This design comes from an exercise in tuning for small area on the open sky130 flow, not from production work.
The RTL was checked by simulation tests, not by an equivalence proof against the original design.
Power is estimated from default activity; no workload was simulated.

File: flow/constraint.sdc
create_clock -name core_clock -period 8.0 [get_ports {gwe}]
set_input_delay 1.6000 -clock core_clock [delete_from_list [all_inputs] [get_ports {gwe}]]
set_output_delay 1.6000 -clock core_clock [all_outputs]
set_load 0.01 [all_outputs]
File: flow/flow/abc_area.script
strash
balance
rewrite
refactor
balance
rewrite -z
refactor -z
balance
&get -n
&dch -f
&nf -p -R 1000
&put
strash
&get -n
&dch -f
&nf -p -R 100
&put
File: flow/config.mk
export PLATFORM = sky130hd
export DESIGN_NAME = lc4_processor_ss
export DESIGN_NICKNAME = lc4_processor_ss
export VERILOG_FILES = /design/flow/design.v
export SDC_FILE = /design/flow/constraint.sdc
export NUM_CORES = 4
export LEC_CHECK = 0
export CAP_MARGIN = 10
export CORE_MARGIN = 2
export CORE_UTILIZATION = 50
export CTS_BUF_LIST = sky130_fd_sc_hd__clkbuf_8 sky130_fd_sc_hd__clkbuf_16
export CTS_CLUSTER_DIAMETER = 100
export CTS_CLUSTER_SIZE = 30
export SLEW_MARGIN = 10
File: flow/design.v
module lc4_decoder (
    input  logic [15:0] i_insn,
    output logic        o_rs_re,     
    output logic        o_rt_re,     
    output logic        o_rd_we,     
    output logic        o_is_load,
    output logic        o_is_store,
    output logic        o_is_const
);
    logic arith, logic_and;
    assign arith      = (i_insn[15:12] == 4'h1) && (i_insn[5] || !i_insn[3]);
    assign logic_and  = (i_insn[15:12] == 4'h5) && (i_insn[5:3] == 3'b000);
    assign o_is_load  = (i_insn[15:12] == 4'h6);
    assign o_is_store = (i_insn[15:12] == 4'h7);
    assign o_is_const = (i_insn[15:12] == 4'h9);
    assign o_rs_re    = arith || logic_and || o_is_load || o_is_store;
    assign o_rt_re    = (arith && !i_insn[5]) || logic_and;
    assign o_rd_we    = arith || logic_and || o_is_load || o_is_const;
endmodule
module lc4_alu (
    input  logic [15:0] i_insn,
    input  logic [15:0] i_rs,       
    input  logic [15:0] i_rt,
    output logic [15:0] o_result
);
    logic        use_rt, sub;
    logic [15:0] imm, b, sum, p, g, gg, pp;
    assign use_rt = !i_insn[15] && !i_insn[14] && !i_insn[5];
    assign sub    = use_rt && i_insn[4];
    always_comb begin
        if (i_insn[15])      imm = {{7{i_insn[8]}}, i_insn[8:0]};
        else if (i_insn[14]) imm = {{10{i_insn[5]}}, i_insn[5:0]};
        else                 imm = {{11{i_insn[4]}}, i_insn[4:0]};
        b = use_rt ? (i_rt ^ {16{sub}}) : imm;
        p = i_rs ^ b;
        g = i_rs & b;
        g[0] = g[0] | (p[0] & sub);
        gg = g;
        pp = p;
        for (int l = 0; l < 4; l++)
            for (int i = (2 << l) - 1; i < 16; i += (2 << l)) begin
                gg[i] = gg[i] | (pp[i] & gg[i - (1 << l)]);
                pp[i] = pp[i] & pp[i - (1 << l)];
            end
        for (int l = 2; l >= 0; l--)
            for (int i = (2 << l) - 1 + (1 << l); i < 16; i += (2 << l)) begin
                gg[i] = gg[i] | (pp[i] & gg[i - (1 << l)]);
                pp[i] = pp[i] & pp[i - (1 << l)];
            end
        sum = p ^ {gg[14:0], sub};
        if (!i_insn[15] && i_insn[14] && !i_insn[13]) o_result = i_rs & i_rt;    
        else                                           o_result = sum;
    end
endmodule
module lc4_regfile_ss (
    input  logic         gwe,
    input  logic         i_rst_n,
    input  logic         i_we_a,
    input  logic [2:0]   i_rd_a,
    input  logic [15:0]  i_wdata_a,
    input  logic         i_we_b,
    input  logic [2:0]   i_rd_b,
    input  logic [15:0]  i_wdata_b,
    output logic [127:0] o_regs,
    output logic [7:0]   o_valid
);
    logic [15:0] regs [8];
    logic [7:0]  valid;
    logic [7:0]  we_a, we_b;
    always_comb begin
        for (int i = 0; i < 8; i++) begin
            we_a[i] = i_we_a && i_rd_a == 3'(i);
            we_b[i] = i_we_b && i_rd_b == 3'(i);
        end
    end
    always_ff @(posedge gwe or negedge i_rst_n) begin
        if (!i_rst_n) valid <= 8'd0;
        else          valid <= valid | we_a | we_b;
    end
    always_ff @(posedge gwe) begin
        for (int i = 0; i < 8; i++)
            regs[i] <= (regs[i] & {16{!we_a[i] && !we_b[i]}}) |
                       (i_wdata_a & {16{we_a[i] && !we_b[i]}}) |
                       (i_wdata_b & {16{we_b[i]}});
    end
    always_comb begin
        for (int i = 0; i < 8; i++) o_regs[i*16 +: 16] = regs[i];
    end
    assign o_valid = valid;
endmodule
module lc4_issue #(
    parameter logic [15:0] PC_RESET = 16'h8200
) (
    input  logic        gwe,
    input  logic        i_rst_n,
    input  logic [15:0] i_insn_a,
    input  logic [15:0] i_insn_b,
    input  logic        i_xa_valid,
    input  logic [15:0] i_xa_insn,
    input  logic        i_xb_valid,
    input  logic [15:0] i_xb_insn,
    output logic [15:0] o_pc,
    output logic        o_a_valid,
    output logic [15:0] o_a_insn,
    output logic        o_b_valid,
    output logic [15:0] o_b_insn
);
    logic [15:0] pc_q;
    logic        d_valid;     
    logic [15:0] da_insn, db_insn;
    logic ca_rs_re, ca_rt_re, ca_rd_we, ca_ld, ca_st, ca_cst;
    logic cb_rs_re, cb_rt_re, cb_rd_we, cb_ld, cb_st, cb_cst;
    logic xa_rs_re, xa_rt_re, xa_rd_we, xa_ld, xa_st, xa_cst;
    logic xb_rs_re, xb_rt_re, xb_rd_we, xb_ld, xb_st, xb_cst;
    logic [2:0] cb_rt;
    logic ldu_a, ldu_b, b_needs_a, both_mem, split;
    lc4_decoder u_dec_a (.i_insn(da_insn), .o_rs_re(ca_rs_re), .o_rt_re(ca_rt_re),
        .o_rd_we(ca_rd_we), .o_is_load(ca_ld), .o_is_store(ca_st), .o_is_const(ca_cst));
    lc4_decoder u_dec_b (.i_insn(db_insn), .o_rs_re(cb_rs_re), .o_rt_re(cb_rt_re),
        .o_rd_we(cb_rd_we), .o_is_load(cb_ld), .o_is_store(cb_st), .o_is_const(cb_cst));
    lc4_decoder u_dec_xa (.i_insn(i_xa_insn), .o_rs_re(xa_rs_re), .o_rt_re(xa_rt_re),
        .o_rd_we(xa_rd_we), .o_is_load(xa_ld), .o_is_store(xa_st), .o_is_const(xa_cst));
    lc4_decoder u_dec_xb (.i_insn(i_xb_insn), .o_rs_re(xb_rs_re), .o_rt_re(xb_rt_re),
        .o_rd_we(xb_rd_we), .o_is_load(xb_ld), .o_is_store(xb_st), .o_is_const(xb_cst));
    logic       x_load;
    logic [2:0] x_load_rd;
    assign x_load    = i_xa_valid && (xa_ld || (i_xb_valid && xb_ld));
    assign x_load_rd = xa_ld ? i_xa_insn[11:9] : i_xb_insn[11:9];
    function automatic load_use(input rs_re, input rt_re, input [15:0] insn);
        load_use = x_load && ((rs_re && insn[8:6] == x_load_rd) || (rt_re && insn[2:0] == x_load_rd));
    endfunction
    assign ldu_a = d_valid && load_use(ca_rs_re, ca_rt_re, da_insn);
    assign ldu_b = load_use(cb_rs_re, cb_rt_re, db_insn);
    assign cb_rt     = cb_st ? db_insn[11:9] : db_insn[2:0];
    assign b_needs_a = ca_rd_we &&
                       ((cb_rs_re && db_insn[8:6] == da_insn[11:9]) ||
                        ((cb_rt_re || cb_st) && cb_rt == da_insn[11:9]));
    assign both_mem  = (ca_ld || ca_st) && (cb_ld || cb_st);
    assign split     = d_valid && (b_needs_a || both_mem || ldu_b);
    assign o_pc      = pc_q;
    assign o_a_valid = d_valid && !ldu_a;
    assign o_a_insn  = da_insn;
    assign o_b_valid = d_valid && !ldu_a && !split;
    assign o_b_insn  = db_insn;
    always_ff @(posedge gwe or negedge i_rst_n) begin
        if (!i_rst_n) begin
            pc_q    <= PC_RESET;
            d_valid <= 1'b0;
        end else begin
            d_valid <= 1'b1;
            if (!ldu_a) pc_q <= pc_q + (split ? 16'd1 : 16'd2);
        end
    end
    logic hold, shift, fetch2;
    assign hold   = ldu_a;
    assign shift  = !ldu_a && split;
    assign fetch2 = !ldu_a && !split;
    always_ff @(posedge gwe) begin
        da_insn <= (da_insn & {16{hold}}) | (db_insn & {16{shift}}) | (i_insn_a & {16{fetch2}});
        db_insn <= (db_insn & {16{hold}}) | (i_insn_a & {16{shift}}) | (i_insn_b & {16{fetch2}});
    end
endmodule
module lc4_lane (
    input  logic         gwe,
    input  logic         i_rst_n,
    input  logic         i_valid,
    input  logic [15:0]  i_insn,
    input  logic [127:0] i_regs,
    input  logic [7:0]   i_rf_valid,
    input  logic [15:0]  i_mem_rdata,
    output logic         o_x_valid,
    output logic [15:0]  o_x_insn,
    output logic         o_m_valid,
    output logic [15:0]  o_m_insn,
    output logic         o_m_en,
    output logic [2:0]   o_m_rd,
    output logic [15:0]  o_m_data,
    output logic [15:0]  o_m_result,    
    output logic [15:0]  o_m_st_data,   
    output logic         o_w_valid,
    output logic [15:0]  o_w_insn,
    output logic         o_ret_rd_we,
    output logic [15:0]  o_ret_wdata,
    output logic         o_ret_dmem_we
);
    logic        x_valid, m_valid, w_valid;
    logic [15:0] x_insn, m_insn, w_insn;
    logic [15:0] w_data;
    logic [15:0] m_rs_v, m_rt_v, m_alu;
    logic        m_rd_we, m_ld, w_rd_we, w_st;
    logic        n0, n1, n2, n3, n4, n5, n6, n7;
    function automatic [15:0] rd_op(input [2:0] sel, input en);
        rd_op = 16'd0;
        for (int i = 0; i < 8; i++)
            rd_op = rd_op | (i_regs[i*16 +: 16] & {16{en && sel == 3'(i) && i_rf_valid[i]}});
    endfunction
    assign m_rs_v = rd_op(m_insn[8:6], !m_insn[15]);
    assign m_rt_v = rd_op(m_insn[13] ? m_insn[11:9] : m_insn[2:0], 1'b1);
    lc4_alu u_alu (.i_insn(m_insn), .i_rs(m_rs_v), .i_rt(m_rt_v), .o_result(m_alu));
    lc4_decoder u_dec_m (.i_insn(m_insn), .o_rs_re(n0), .o_rt_re(n1), .o_rd_we(m_rd_we),
        .o_is_load(m_ld), .o_is_store(n2), .o_is_const(n3));
    lc4_decoder u_dec_w (.i_insn(w_insn), .o_rs_re(n4), .o_rt_re(n5), .o_rd_we(w_rd_we),
        .o_is_load(n6), .o_is_store(w_st), .o_is_const(n7));
    always_ff @(posedge gwe or negedge i_rst_n) begin
        if (!i_rst_n) begin
            x_valid <= 1'b0;
            m_valid <= 1'b0;
            w_valid <= 1'b0;
        end else begin
            x_valid <= i_valid;
            m_valid <= x_valid;
            w_valid <= m_valid;
        end
    end
    always_ff @(posedge gwe) begin
        x_insn <= i_insn;
        m_insn <= x_insn;
        w_insn <= m_insn;
        w_data <= o_m_data;
    end
    assign o_x_valid   = x_valid;
    assign o_x_insn    = x_insn;
    assign o_m_valid   = m_valid;
    assign o_m_insn    = m_insn;
    assign o_m_en      = m_valid && m_rd_we;
    assign o_m_rd      = m_insn[11:9];
    assign o_m_data    = m_ld ? i_mem_rdata : m_alu;
    assign o_m_result  = m_alu;
    assign o_m_st_data = m_rt_v;
    assign o_w_valid     = w_valid;
    assign o_w_insn      = w_insn;
    assign o_ret_rd_we   = w_rd_we;
    assign o_ret_wdata   = w_data;
    assign o_ret_dmem_we = w_st;
endmodule
module lc4_dmem_arbiter (
    input  logic        i_valid_a,
    input  logic [15:0] i_insn_a,
    input  logic [15:0] i_addr_a,
    input  logic [15:0] i_wdata_a,
    input  logic        i_valid_b,
    input  logic [15:0] i_insn_b,
    input  logic [15:0] i_addr_b,
    input  logic [15:0] i_wdata_b,
    output logic [15:0] o_addr,
    output logic        o_we,
    output logic [15:0] o_wdata
);
    logic mem_a;
    assign mem_a   = (i_insn_a[15:13] == 3'b011);
    assign o_addr  = mem_a ? i_addr_a : i_addr_b;
    assign o_wdata = mem_a ? i_wdata_a : i_wdata_b;
    assign o_we    = (i_valid_a && i_insn_a[15:12] == 4'h7) ||
                     (i_valid_b && i_insn_b[15:12] == 4'h7);
endmodule
module lc4_processor_ss #(
    parameter logic [15:0] PC_RESET = 16'h8200
) (
    input  logic        gwe,
    input  logic        i_rst_n,
    output logic [15:0] o_cur_pc,
    input  logic [15:0] i_cur_insn_a,     
    input  logic [15:0] i_cur_insn_b,     
    output logic [15:0] o_dmem_addr,
    output logic        o_dmem_we,
    output logic [15:0] o_dmem_towrite,
    input  logic [15:0] i_dmem_rdata,
    output logic        o_retire_a_valid,
    output logic [15:0] o_retire_a_pc,
    output logic [15:0] o_retire_a_insn,
    output logic        o_retire_a_rd_we,
    output logic [2:0]  o_retire_a_rd,
    output logic [15:0] o_retire_a_wdata,
    output logic        o_retire_a_dmem_we,
    output logic [15:0] o_retire_a_dmem_addr,
    output logic        o_retire_b_valid,
    output logic [15:0] o_retire_b_pc,
    output logic [15:0] o_retire_b_insn,
    output logic        o_retire_b_rd_we,
    output logic [2:0]  o_retire_b_rd,
    output logic [15:0] o_retire_b_wdata,
    output logic        o_retire_b_dmem_we,
    output logic [15:0] o_retire_b_dmem_addr
);
    logic        a_valid, b_valid, xa_valid, xb_valid, ma_valid, mb_valid;
    logic [15:0] a_insn, b_insn, xa_insn, xb_insn, ma_insn, mb_insn;
    logic [127:0] regs;
    logic [7:0]   rf_valid;
    logic [15:0]  ma_sd, mb_sd;
    logic        ma_en, mb_en;
    logic [2:0]  ma_rd, mb_rd;
    logic [15:0] ma_data, mb_data, ma_res, mb_res;
    logic [15:0] w_addr;
    logic [3:0]  n_flight;
    lc4_issue #(.PC_RESET(PC_RESET)) u_issue (
        .gwe(gwe), .i_rst_n(i_rst_n),
        .i_insn_a(i_cur_insn_a), .i_insn_b(i_cur_insn_b),
        .i_xa_valid(xa_valid), .i_xa_insn(xa_insn),
        .i_xb_valid(xb_valid), .i_xb_insn(xb_insn),
        .o_pc(o_cur_pc),
        .o_a_valid(a_valid), .o_a_insn(a_insn),
        .o_b_valid(b_valid), .o_b_insn(b_insn)
    );
    lc4_regfile_ss u_regfile (
        .gwe(gwe), .i_rst_n(i_rst_n),
        .i_we_a(ma_en), .i_rd_a(ma_rd), .i_wdata_a(ma_data),
        .i_we_b(mb_en), .i_rd_b(mb_rd), .i_wdata_b(mb_data),
        .o_regs(regs), .o_valid(rf_valid)
    );
    lc4_lane u_lane_a (
        .gwe(gwe), .i_rst_n(i_rst_n),
        .i_valid(a_valid), .i_insn(a_insn),
        .i_regs(regs), .i_rf_valid(rf_valid),
        .i_mem_rdata(i_dmem_rdata),
        .o_x_valid(xa_valid), .o_x_insn(xa_insn),
        .o_m_valid(ma_valid), .o_m_insn(ma_insn),
        .o_m_en(ma_en), .o_m_rd(ma_rd), .o_m_data(ma_data), .o_m_result(ma_res), .o_m_st_data(ma_sd),
        .o_w_valid(o_retire_a_valid), .o_w_insn(o_retire_a_insn),
        .o_ret_rd_we(o_retire_a_rd_we), .o_ret_wdata(o_retire_a_wdata),
        .o_ret_dmem_we(o_retire_a_dmem_we)
    );
    lc4_lane u_lane_b (
        .gwe(gwe), .i_rst_n(i_rst_n),
        .i_valid(b_valid), .i_insn(b_insn),
        .i_regs(regs), .i_rf_valid(rf_valid),
        .i_mem_rdata(i_dmem_rdata),
        .o_x_valid(xb_valid), .o_x_insn(xb_insn),
        .o_m_valid(mb_valid), .o_m_insn(mb_insn),
        .o_m_en(mb_en), .o_m_rd(mb_rd), .o_m_data(mb_data), .o_m_result(mb_res), .o_m_st_data(mb_sd),
        .o_w_valid(o_retire_b_valid), .o_w_insn(o_retire_b_insn),
        .o_ret_rd_we(o_retire_b_rd_we), .o_ret_wdata(o_retire_b_wdata),
        .o_ret_dmem_we(o_retire_b_dmem_we)
    );
    lc4_dmem_arbiter u_dmem_arb (
        .i_valid_a(ma_valid), .i_insn_a(ma_insn), .i_addr_a(ma_res), .i_wdata_a(ma_sd),
        .i_valid_b(mb_valid), .i_insn_b(mb_insn), .i_addr_b(mb_res), .i_wdata_b(mb_sd),
        .o_addr(o_dmem_addr), .o_we(o_dmem_we), .o_wdata(o_dmem_towrite)
    );
    always_ff @(posedge gwe) w_addr <= o_dmem_addr;
    assign o_retire_a_rd        = o_retire_a_insn[11:9];
    assign o_retire_b_rd        = o_retire_b_insn[11:9];
    assign o_retire_a_dmem_addr = w_addr;
    assign o_retire_b_dmem_addr = w_addr;
    assign n_flight = 4'd2 + {2'd0, xb_valid, xa_valid && !xb_valid}
                           + {2'd0, mb_valid, ma_valid && !mb_valid}
                           + {2'd0, o_retire_b_valid, o_retire_a_valid && !o_retire_b_valid};
    assign o_retire_a_pc = o_cur_pc - {12'd0, n_flight};
    assign o_retire_b_pc = o_retire_a_pc + 16'd1;
endmodule
File: flow/flow/run.sh
#!/bin/bash
# Layout flow: the standard ORFS flow with three changes:
#  - synthesis is the standard flow's own script, but ABC maps the logic with an area-oriented script
#    (flow/abc_area.script) and adders are left to ABC instead of the library's full-adder
#    cells (ADDER_MAP_FILE empty); registers are mapped before ABC runs, so they are unchanged;
#  - every port still gets a buffer, but the smallest one (buf_1);
#  - clock tree synthesis without dummy loads, with the buffers listed in CTS_BUF_LIST.
# Each tool's output goes to a log file of its own in the work folder.
set -euo pipefail
W=$(pwd)
FLOWDIR=$W/flow

# synth_recipe.tcl with ABC's -script argument replaced
{
  head -n 1 synth_recipe.tcl
  echo "proc abc {args} {"
  echo "  set i [lsearch -exact \$args -script]"
  echo "  if {\$i >= 0} { lset args [expr {\$i + 1}] {$FLOWDIR/abc_area.script} }"
  echo "  yosys abc {*}\$args"
  echo "}"
  tail -n +2 synth_recipe.tcl
} > "$W/own_synth.tcl"

export BUFFER_PORTS_ARGS="-buffer_cell sky130_fd_sc_hd__buf_1"
cfg() { sed -n "s/^export $1 *= *//p" config.mk | tail -n 1; }
CTS_BUFS=$(cfg CTS_BUF_LIST)
CTS_BUFS=${CTS_BUFS:-sky130_fd_sc_hd__clkbuf_4 sky130_fd_sc_hd__clkbuf_8}
CTS_A="-sink_clustering_enable -repair_clock_nets -dont_use_dummy_load -buf_list {$CTS_BUFS}"
[[ -n "$(cfg CTS_CLUSTER_SIZE)" ]] && CTS_A="$CTS_A -sink_clustering_size $(cfg CTS_CLUSTER_SIZE)"
[[ -n "$(cfg CTS_CLUSTER_DIAMETER)" ]] && CTS_A="$CTS_A -sink_clustering_max_diameter $(cfg CTS_CLUSTER_DIAMETER)"
export CTS_ARGS="$CTS_A"

ORFS_W=$W/orfs
RES=$ORFS_W/results/$FLOW_PLATFORM/lc4_processor_ss/base
make -C "$FLOW_HOME" DESIGN_CONFIG="$W/config.mk" WORK_HOME="$ORFS_W" CLKGATE_MAP_FILE= \
  SYNTH_SCRIPT="$W/own_synth.tcl" ADDER_MAP_FILE= finish > "$W/make_finish.log" 2>&1

: # left out here: write the final layout as DEF
File: flow/standard.sh
#!/bin/bash
# synth_recipe.tcl (not shown) runs the flow's synth.tcl, then flattens the netlist and writes it again
# the make line also repeats each setting of config.mk as NAME=value (left out here)
make -C /OpenROAD-flow-scripts/flow DESIGN_CONFIG=/design/flow/config.mk WORK_HOME=/design/flow/orfs CLKGATE_MAP_FILE= SYNTH_SCRIPT=/design/flow/synth_recipe.tcl "${@:-finish}"
==> results.cfg, run 1 <==
[floorplan]
die_w_um = 183
start_util_pct = 50.7
pin_count = 239
fp-row-count = 65
die_h_um = 183
core-area_um2 = 31500
die_area_um2 = 33400

[routing]
dr.pass1.iters = 13
vias = 17300
wl_met3_um = 9800
drt_wl_total_um = 68800
postRouteAntennaNets = 0
drtIter0Drc = 4004
wl_per_cell_um = 28.0
drt-met1-wl_um = 25300
highest_layer = met4
post-route-drc-count = 0
routed-wl-met2_um = 28700
post_drt_via_cell_ratio = 7.02

[critical_path]
worstPathArrival_ns = 6.07
startpoint_type = register
cpPeakStageDelay_ns = 0.44
worstPathMaxFanout = 10
worst_path_most_repeated_cell = nand2_1
cpLargestDelayFamily = compound AO/OA/AOI/OAI gates
cp.required_ns = 6.40
crit_buf_inv = 2
worst_setup_path_end_kind = primary output
crit_type = reg2out
cp_slowest_cell = dfxtp_4

[sta]
period_share_pct = 95.9
clock_skew_ns = 0.0502
fmax_mhz = 130
worstMarginPinSlew_ns = 1.39
post-route-min-period_ns = 7.67
hold_viol = 0
drv_slew = 0
hold_ws_ns = 0.291
finalSetupViolCount = 0
maxSlewHeadroom_pct = 7.21

[clock_network]
cts_setup_buffers = 0
cts.path.max_buffers = 3
clk_pin_slew_ns = 0.10
clock_latency_ns = 0.54
root_buffer = clkbuf_16
htreeDepth = 1
clock-sinks = 335
numCtsBuffers = 16
cts_tree = yes

[logic_synthesis]
synth_top_area_cell = dfxtp_1
avgSynthCellArea_um2 = 9.05
synth_ff_type = dfxtp_1
synthTopCellsByArea = dfxtp_1, a222oi_1, o221ai_1
ys_top_cells_by_count = dfxtp_1, nand2_1, a222oi_1
synth_area_um2 = 16000
synth.top_cell.area_share_pct = 38.1
yosysUniqueCellTypes = 51
yosysSeqAreaShare_pct = 43.0
ys_ff_latch = 335
synth_edf_count = 0
netlist_instances = 1763
async_flop_share_pct = 9.25
yosys_warnings = 6
synth_fp_nets = 1813
synth.most_common_cell = dfxtp_1

[run_status]
outcome = timing/DRC/antenna clean

[final_layout]
layout-drive-gt1-share_pct = 4.96
fin_nets = 2108
diodes = 0
final_util_pct = 57.7
area_delta_synth_final_pct = 13.7

[global_routing]
antenna_found_initial = 0
track_usage_pct = 39.9
grt_max_degree = 46
grt_pass1_wl_um = 100000
grt_overflow_total = 0
grt_pass1_vias = 16100

[power_and_ir_drop]
p_int_w = 0.00352
p_leak_nw = 6.92
p_comb_share_pct = 40.0
powerDensity_nw_per_um2 = 351
power_frac_clock_pct = 14.0
power_switching_w = 0.00285
power_frac_seq_pct = 46.0
ir_drop_mv = 0.356
p_sw_share_pct = 44.7

[worst_hold_path]
hold_class = reg2reg

[place]
place.gp.congestion = 0.999
io_buffers = 238
dp_hpwl_um = 44700

[job]
drv_cap = 0
[cell type report]
cell class,instances,area [µm²]
Inverter,77,289
Clock buffer,16,400
Multi-Input combinational cell,1329,8730
Timing Repair Buffer,299,1360
Tap cell,402,503
Sequential cell,335,6870
Fill cell,2971,13300
[state kept, by name (all words and copies together) (netlist names), 8 cells and up]
name and count:
u_issue.da_insn 16, u_lane_b.w_data 16, u_lane_a.m_insn 16, w_addr 16, u_lane_b.m_insn 16, u_lane_a.w_insn 16, u_lane_b.w_insn 16, u_regfile.valid 8
u_lane_a.w_data 16, u_regfile.regs 128, u_issue.db_insn 16, u_lane_b.x_insn 16, u_issue.pc_q 16, u_lane_a.x_insn 16
[through the flow]
step	power, W	cell area, µm²	std cells	setup TNS, ns	setup WS (ns)
CTS	0.00628	18100	2457	0	0.0971
global placement	0.00537	17700	2441	0	0.656
finish	0.00637	18100	2458	0	0.332
floorplan	0.00445	16000	1763	0	1.36
global route	0.00672	18100	2458	-0.00557	-0.00557
detailed placement	0.00541	17700	2441	0	0.542
[power by group through the flow]
stage / Sequential [W] / Clock, W / Combinational, W
floorplan: 0.00273 / 0 / 0.00172
global placement: 0.00292 / 0 / 0.00246
detailed placement: 0.00291 / 0 / 0.00249
CTS: 0.00288 / 0.000896 / 0.00251
global route: 0.00297 / 0.000957 / 0.00280
finish: 0.00293 / 0.000891 / 0.00255
[cells in the final DEF (no fill, tap or decap), drive strengths merged, types with 4 or more instances in the layout]
cell    count
clkbuf     17
nor2b      40
dfxtp     304
dfrtp      29
a211o       4
a31oi       5
nor3       41
a21o        4
a221oi     15
or3         7
a222oi    145
and2       11
buf       298
a21oi     110
o21ai      57
a22oi      76
o221ai    121
and3       66
nand2     220
nand2b     25
nand4       7
nor4        4
nand3b      4
clkinv     77
maj3        5
xor2       34
nor2      140
o31ai      10
o21a        5
mux2i      37
nand3      32
and4        8
xnor2      53
a22o        5
mux2       11
[kinds of logic (layout without fill, tap and decap cells)]
family,count (synthesis),after routing,synth area share [%]
simple gates,614,614,18.1
mux,48,48,3.10
xor+xnor,87,87,4.78
compound gates,574,574,27.8
fa+ha+maj,5,5,0.314
buf+inv,99,392,2.85
flops,335,335,43.0
other cells,1,1,0.0235
[routing by layer]
layer	track usage [%]	vias to the layer above
met2	60.0	1409
met4	23.2	0
met1	50.0	8010
met3	13.4	348
met5	0.296	-
li1	-	7500
[worst paths after layout]
kind,from,to,slack [ns],cells after the start
min in group asynchronous,i_rst_n,u_issue.pc_q[6],1.12,1
max in group asynchronous,i_rst_n,u_regfile.valid[4],6.38,1
min reg2reg,u_lane_a.x_insn[3],u_lane_a.m_insn[3],0.29,0
max reg2reg,u_lane_b.m_insn[13],u_regfile.regs[4][15],1.77,26
max,u_lane_a.m_insn[13],o_dmem_addr[15],0.33,26
min,u_lane_a.x_insn[3],u_lane_a.m_insn[3],0.29,0
[timing repair]
item,CTS,global route
setup endpoints to repair,1,3
hold buffers,0,0
resized for setup,1,9
==> run 2: changes to the inputs <==
--- a/flow/config.mk
+++ b/flow/config.mk
@@ -7,7 +7,7 @@
 export LEC_CHECK = 0
 export CAP_MARGIN = 10
 export CORE_MARGIN = 2
-export CORE_UTILIZATION = 50
+export CORE_UTILIZATION = 55
 export CTS_BUF_LIST = sky130_fd_sc_hd__clkbuf_8 sky130_fd_sc_hd__clkbuf_16
 export CTS_CLUSTER_DIAMETER = 100
 export CTS_CLUSTER_SIZE = 30
==> results.cfg, run 2 <==
[power_and_ir_drop]
ir_drop_mv = 0.340
powerDensity_nw_per_um2 = 354
p_leak_nw = 6.89
p_total_w = 0.00639

[routing]
drt_wl_total_um = 68400
dr.pass1.iters = 13
postRouteAntennaNets = 0
post_drt_via_cell_ratio = 7.26
drt-met1-wl_um = 24600
wl_per_cell_um = 28.0
routed-wl-met2_um = 28100
drtIter0Drc = 3777
vias = 17700
post-route-drc-count = 0
highest_layer = met5
wl_met3_um = 10000

[logic_synthesis]
async_flop_share_pct = 9.25
synth_fp_nets = 1813
ys_ff_latch = 335
synth_top_area_cell = dfxtp_1
yosysSeqAreaShare_pct = 43.0
synth.top_cell.area_share_pct = 38.1
yosysUniqueCellTypes = 51
synthTopCellsByArea = dfxtp_1, a222oi_1, o221ai_1
synth_ff_type = dfxtp_1
synth_area_um2 = 16000
synth_edf_count = 0
avgSynthCellArea_um2 = 9.05
yosys_warnings = 6
ys_top_cells_by_count = dfxtp_1, nand2_1, a222oi_1
netlist_instances = 1763
synth.most_common_cell = dfxtp_1

[sta]
finalSetupViolCount = 0
fmax_mhz = 131
fin_ws_ns = 0.346
period_share_pct = 95.7
hold_viol = 0
maxSlewHeadroom_pct = 6.21
worstMarginPinSlew_ns = 1.40
drv_slew = 0
post-route-min-period_ns = 7.65
clock_skew_ns = 0.0369
setup_tns_ns = 0

[global_routing]
grt_pass1_vias = 16100
grt_overflow_total = 0
track_usage_pct = 43.3
grt_max_degree = 34
antenna_found_initial = 2
grt_pass1_wl_um = 100000

[clock_network]
root_buffer = clkbuf_16
clock_latency_ns = 0.54
cts_resized = 0
cts_setup_buffers = 0
numCtsBuffers = 15
htreeDepth = 1
cts_hold_repair.buffers = 0
clock-sinks = 335
clk_pin_slew_ns = 0.11
cts.path.max_buffers = 3
cts_tree = yes

[place]
dp_hpwl_um = 44900
io_buffers = 238
dp_worst_setup_slack_ns = 0.656
place.gp.congestion = 1.07

[critical_path]
worst_path_most_repeated_cell = nand2_1
worst_setup_path_end_kind = primary output
worstPathArrival_ns = 6.05
cp.required_ns = 6.40
worstPathMaxFanout = 15
cp_slowest_cell = dfxtp_2
path_cells = mux2_1 > nor2_1 > and3_1 > buf_4 > a222oi_1 > and3_1 > mux2_1 > a21o_1 > nand2_1 > o21a_1 > nand2_1 > nand2_1 > nand3_1 > a31oi_1 > and2_0 > o31ai_2 > o21ai_0 > and2_0 > o31ai_2 > maj3_1 > xnor2_1 > nor2_1 > a21oi_1 > buf_1
crit_type = reg2out
r2r_slack_ns = 1.69
cpLargestDelayFamily = simple AND/OR/NAND/NOR gates
startpoint_type = register
cpPeakStageDelay_ns = 0.49
crit_buf_inv = 2

[run_status]
outcome = timing/DRC/antenna clean

[worst_hold_path]
hold_class = reg2reg

[final_layout]
fin_nets = 2104
regMostFlops = u_regfile.regs
layout_commonest_cell = dfxtp_1
layout-drive-gt1-share_pct = 4.68
area_delta_synth_final_pct = 13.2
final_util_pct = 63.1
final_cell_mix = dfxtp_1, buf_1, nand2_1, a222oi_1, nor2_1
largest_register_ffs = 128

[floorplan]
start_util_pct = 55.7
fp-row-count = 62
pin_count = 239
core-area_um2 = 28600
die_h_um = 174
die_area_um2 = 30400
die_w_um = 174

[job]
drv_cap = 0
[run 2: layer usage]
layer	vias to the layer above	global-route usage (%)
met5	-	0
met4	4	27.9
met3	415	11.6
met2	1598	64.0
met1	8198	55.8
li1	7469	-
[run 2: kinds of logic after synthesis]
group | count (synthesis) | synth area share [%]
xor gates and xnor gates | 87 | 4.78
AOI/OAI and AO/OA | 574 | 27.8
muxes | 48 | 3.10
other | 1 | 0.0235
adders and majority gates | 5 | 0.314
DFF | 335 | 43.0
and+or+nand+nor | 614 | 18.1
buffers and inverters | 99 | 2.85
[run 2: final timing paths]
check / from / end / cells after the start
max: u_lane_a.m_insn[13] / o_dmem_addr[15] / 24
min: u_lane_a.x_insn[8] / u_lane_a.m_insn[8] / 0
max reg2reg: u_lane_b.m_insn[13] / u_regfile.regs[2][15] / 23
min reg2reg: u_lane_a.x_insn[8] / u_lane_a.m_insn[8] / 0
max in group asynchronous: i_rst_n / u_regfile.valid[3] / 1
min in group asynchronous: i_rst_n / u_issue.pc_q[8] / 1
[run 2: through the flow]
step	instance area, µm²	cells	hold WS (ns)
floorplan	16000	1763	0.310
detailed placement	17600	2420	0.312
global route	18100	2436	0.337
global placement	17600	2420	0.311
CTS	18000	2435	0.333
finish	18100	2437	0.327
[run 2: final cells by class]
class | instances | area (µm²)
Fill cell | 2481 | 10600
Multi-Input combinational cell | 1329 | 8710
Tap cell | 384 | 480
Clock buffer | 15 | 375
Timing Repair Buffer | 296 | 1330
Inverter | 77 | 289
Antenna cell | 1 | 2.50
Sequential cell | 335 | 6870
[run 2: report_power, final]
group          internal (W)  switching, W  leakage [nW]
registers           0.00221      0.000729          2.93
clock network      0.000341      0.000527         0.185
logic              0.000945       0.00163          3.77
total               0.00350       0.00289          6.89

static timing again, ports no longer ideal:
The flow's constraints put no driver on any port. The routed layouts listed below were extracted and timed again, unchanged, in two steps.
Step 1 (the two cells are an assumption about what drives the block):
set clk [get_ports {gwe}]
set_driving_cell -lib_cell sky130_fd_sc_hd__clkbuf_16 $clk
set_driving_cell -lib_cell sky130_fd_sc_hd__buf_2 [delete_from_list [all_inputs] $clk]
Step 2, shift: input delay + t, output delay - t, t = (earliest + latest rising clock arrival at the registers) / 2. This alone moves slack from input paths to output paths.
Slacks: ideal ports / drivers / drivers and shift; pairs: ideal ports / drivers.
run | shift t [ns] | slack for setup (ns) | clock arrival spread, ns | worst slew at a driven data input, ns
run 1 | 0.572 | 0.332 / 0.274 / 0.846 | 0.050 / 0.050 | 0.05
run 2 | 0.572 | 0.346 / 0.292 / 0.864 | 0.037 / 0.037 | 0.07
After both steps setup and hold are still met in every run listed.
